Context: an optimization exercise on an open-source flow, tuned for small area. The choices shown serve that exercise and are no tape-out recipe. Power is estimated from default activity; no workload was simulated.

==> flow/design.v (excerpt) <==
module eth_commu_top
(
	input logic i_clk,
	input logic i_rst_n,
	input logic i_trig_send,
	input commu_pkg::len_t i_data_length,
	input commu_pkg::byte_t i_pck_ident,
	input commu_pkg::byte_t i_pck_idx,
	input commu_pkg::byte_t i_cur_byte,
	output logic o_get_cur_byte,
	output logic o_send_over,
	output logic o_tx_valid,
	output logic o_tx_last,
	output commu_pkg::byte_t o_tx_data,
	input logic i_rx_dv,
	input commu_pkg::byte_t i_rx_data,
	output commu_pkg::byte_t o_cmd,
	output logic [31:0] o_param,
	output logic o_cmd_come
);
	commu_pkg::ip_t local_ip;
	logic local_set;
	logic dest_set;
	commu_pkg::ip_t dest_ip;
	commu_pkg::mac_t dest_mac;
	logic arp_req;
	commu_pkg::ip_t arp_ip;
	commu_pkg::mac_t arp_mac;
	logic tx_hdr;
	logic slot_valid;
	logic [111:0] slot_rec;
	logic [2:0] slot_kind;
	logic slot_release;
	logic slot_stage_arm;
	logic slot_loading;
	tx_frame_sender u_sender
	(
		.i_clk(i_clk),
		.i_rst_n(i_rst_n),
		.i_trig_send(i_trig_send),
		.i_data_length(i_data_length),
		.i_pck_ident(i_pck_ident),
		.i_pck_idx(i_pck_idx),
		.i_cur_byte(i_cur_byte),
		.local_set(local_set),
		.local_ip(local_ip),
		.dest_set(dest_set),
		.dest_ip(dest_ip),
		.dest_mac(dest_mac),
		.arp_req(arp_req),
		.arp_ip(arp_ip),
		.arp_mac(arp_mac),
		.tx_hdr(tx_hdr),
		.o_get_cur_byte(o_get_cur_byte),
		.o_send_over(o_send_over),
		.o_tx_valid(o_tx_valid),
		.o_tx_last(o_tx_last),
		.o_tx_data(o_tx_data)
	);
	rx_frame_buffer u_rx_buf
	(
		.i_clk(i_clk),
		.i_rst_n(i_rst_n),
		.i_rx_dv(i_rx_dv),
		.i_rx_data(i_rx_data),
		.i_slot_release(slot_release),
		.i_stage_arm(slot_stage_arm),
		.i_loading(slot_loading),
		.o_slot_valid(slot_valid),
		.o_rec(slot_rec),
		.o_kind(slot_kind)
	);
	rx_cmd_parser u_parser
	(
		.i_clk(i_clk),
		.i_rst_n(i_rst_n),
		.i_slot_valid(slot_valid),
		.i_rec(slot_rec),
		.i_kind(slot_kind),
		.i_tx_hdr(tx_hdr),
		.o_slot_release(slot_release),
		.o_stage_arm(slot_stage_arm),
		.o_loading(slot_loading),
		.o_local_set(local_set),
		.o_local_ip(local_ip),
		.o_dest_set(dest_set),
		.o_dest_ip(dest_ip),
		.o_dest_mac(dest_mac),
		.o_arp_req(arp_req),
		.o_arp_ip(arp_ip),
		.o_arp_mac(arp_mac),
		.o_cmd(o_cmd),
		.o_param(o_param),
		.o_cmd_come(o_cmd_come)
	);
endmodule
export LEC_CHECK = 0
export CAP_MARGIN = 20
export CORE_MARGIN = 2
export CORE_UTILIZATION = 40
export SLEW_MARGIN = 20
create_clock -name core_clock -period 12.0 [get_ports {i_clk}]
standard.sh (not shown) runs the stock make flow with config.mk's settings and CLKGATE_MAP_FILE= SYNTH_SCRIPT=/design/flow/synth_recipe.tcl, a recipe that flattens the netlist after the stock synthesis.
==> flow/flow/run.sh <==
#!/bin/bash
# Standard layout (the standard.sh) with a leaner clock tree, small port buffers and
# downsizing of gates off the critical paths:
# clkbuf_8 clock buffers in small clusters and no dummy loads; every port still gets its own
# buffer; repair_timing's power recovery after global routing.
set -o pipefail
export CTS_ARGS="-sink_clustering_enable -repair_clock_nets -dont_use_dummy_load -buf_list {sky130_fd_sc_hd__clkbuf_8} -sink_clustering_size 16 -sink_clustering_max_diameter 50"
export BUFFER_PORTS_ARGS="-buffer_cell sky130_fd_sc_hd__buf_1"
export RECOVER_POWER=100
bash standard.sh > standard_run.log 2>&1
The baseline ran to the end with violations: max-capacitance violations, max-slew violations.
==> next run, changes <==
CORE_UTILIZATION = 60   (was 40)
PLACE_DENSITY = 0.75   (was default)
- The new run reached the layout checks and failed them: max-capacitance violations, max-slew violations
- design area falls by 1.7%
- register-to-register slack is better by 0.67 ns
- global-route usage grows by 6.7 points
- core utilization came out higher by 21 points
- power decreases by 1.8%
- cell count is lower by 10%
- via count rose by 0.35%
No run of this note included a check of the RTL's function; only the layout flow was run.

## afterwards: timing with drivers on the ports
In the flow no input, the clock included, has a driving cell. The finished layouts below were timed again as built, in two steps. Step 1 sets driving cells, clkbuf_16 on the clock port and buf_2 on the other inputs (assumed; they add their load-dependent delay and slew). Step 2 adds t to the input delays and takes it off the output delays; t is the mean of the earliest and latest rising clock arrival at the registers after step 1. Input paths then give back, and output paths get back, about the clock's delay inside the block. a / b / c = ideal / step 1 / step 2; a / b = the first two.
run	t (ns)	slack for setup (ns)	latest minus earliest clock arrival (ns)	pins driven straight from the clock port
the first run	0.712	4.079 / 4.079 / 4.079	0.139 / 0.138	1
the second run	0.688	4.747 / 4.747 / 4.747	0.101 / 0.101	1
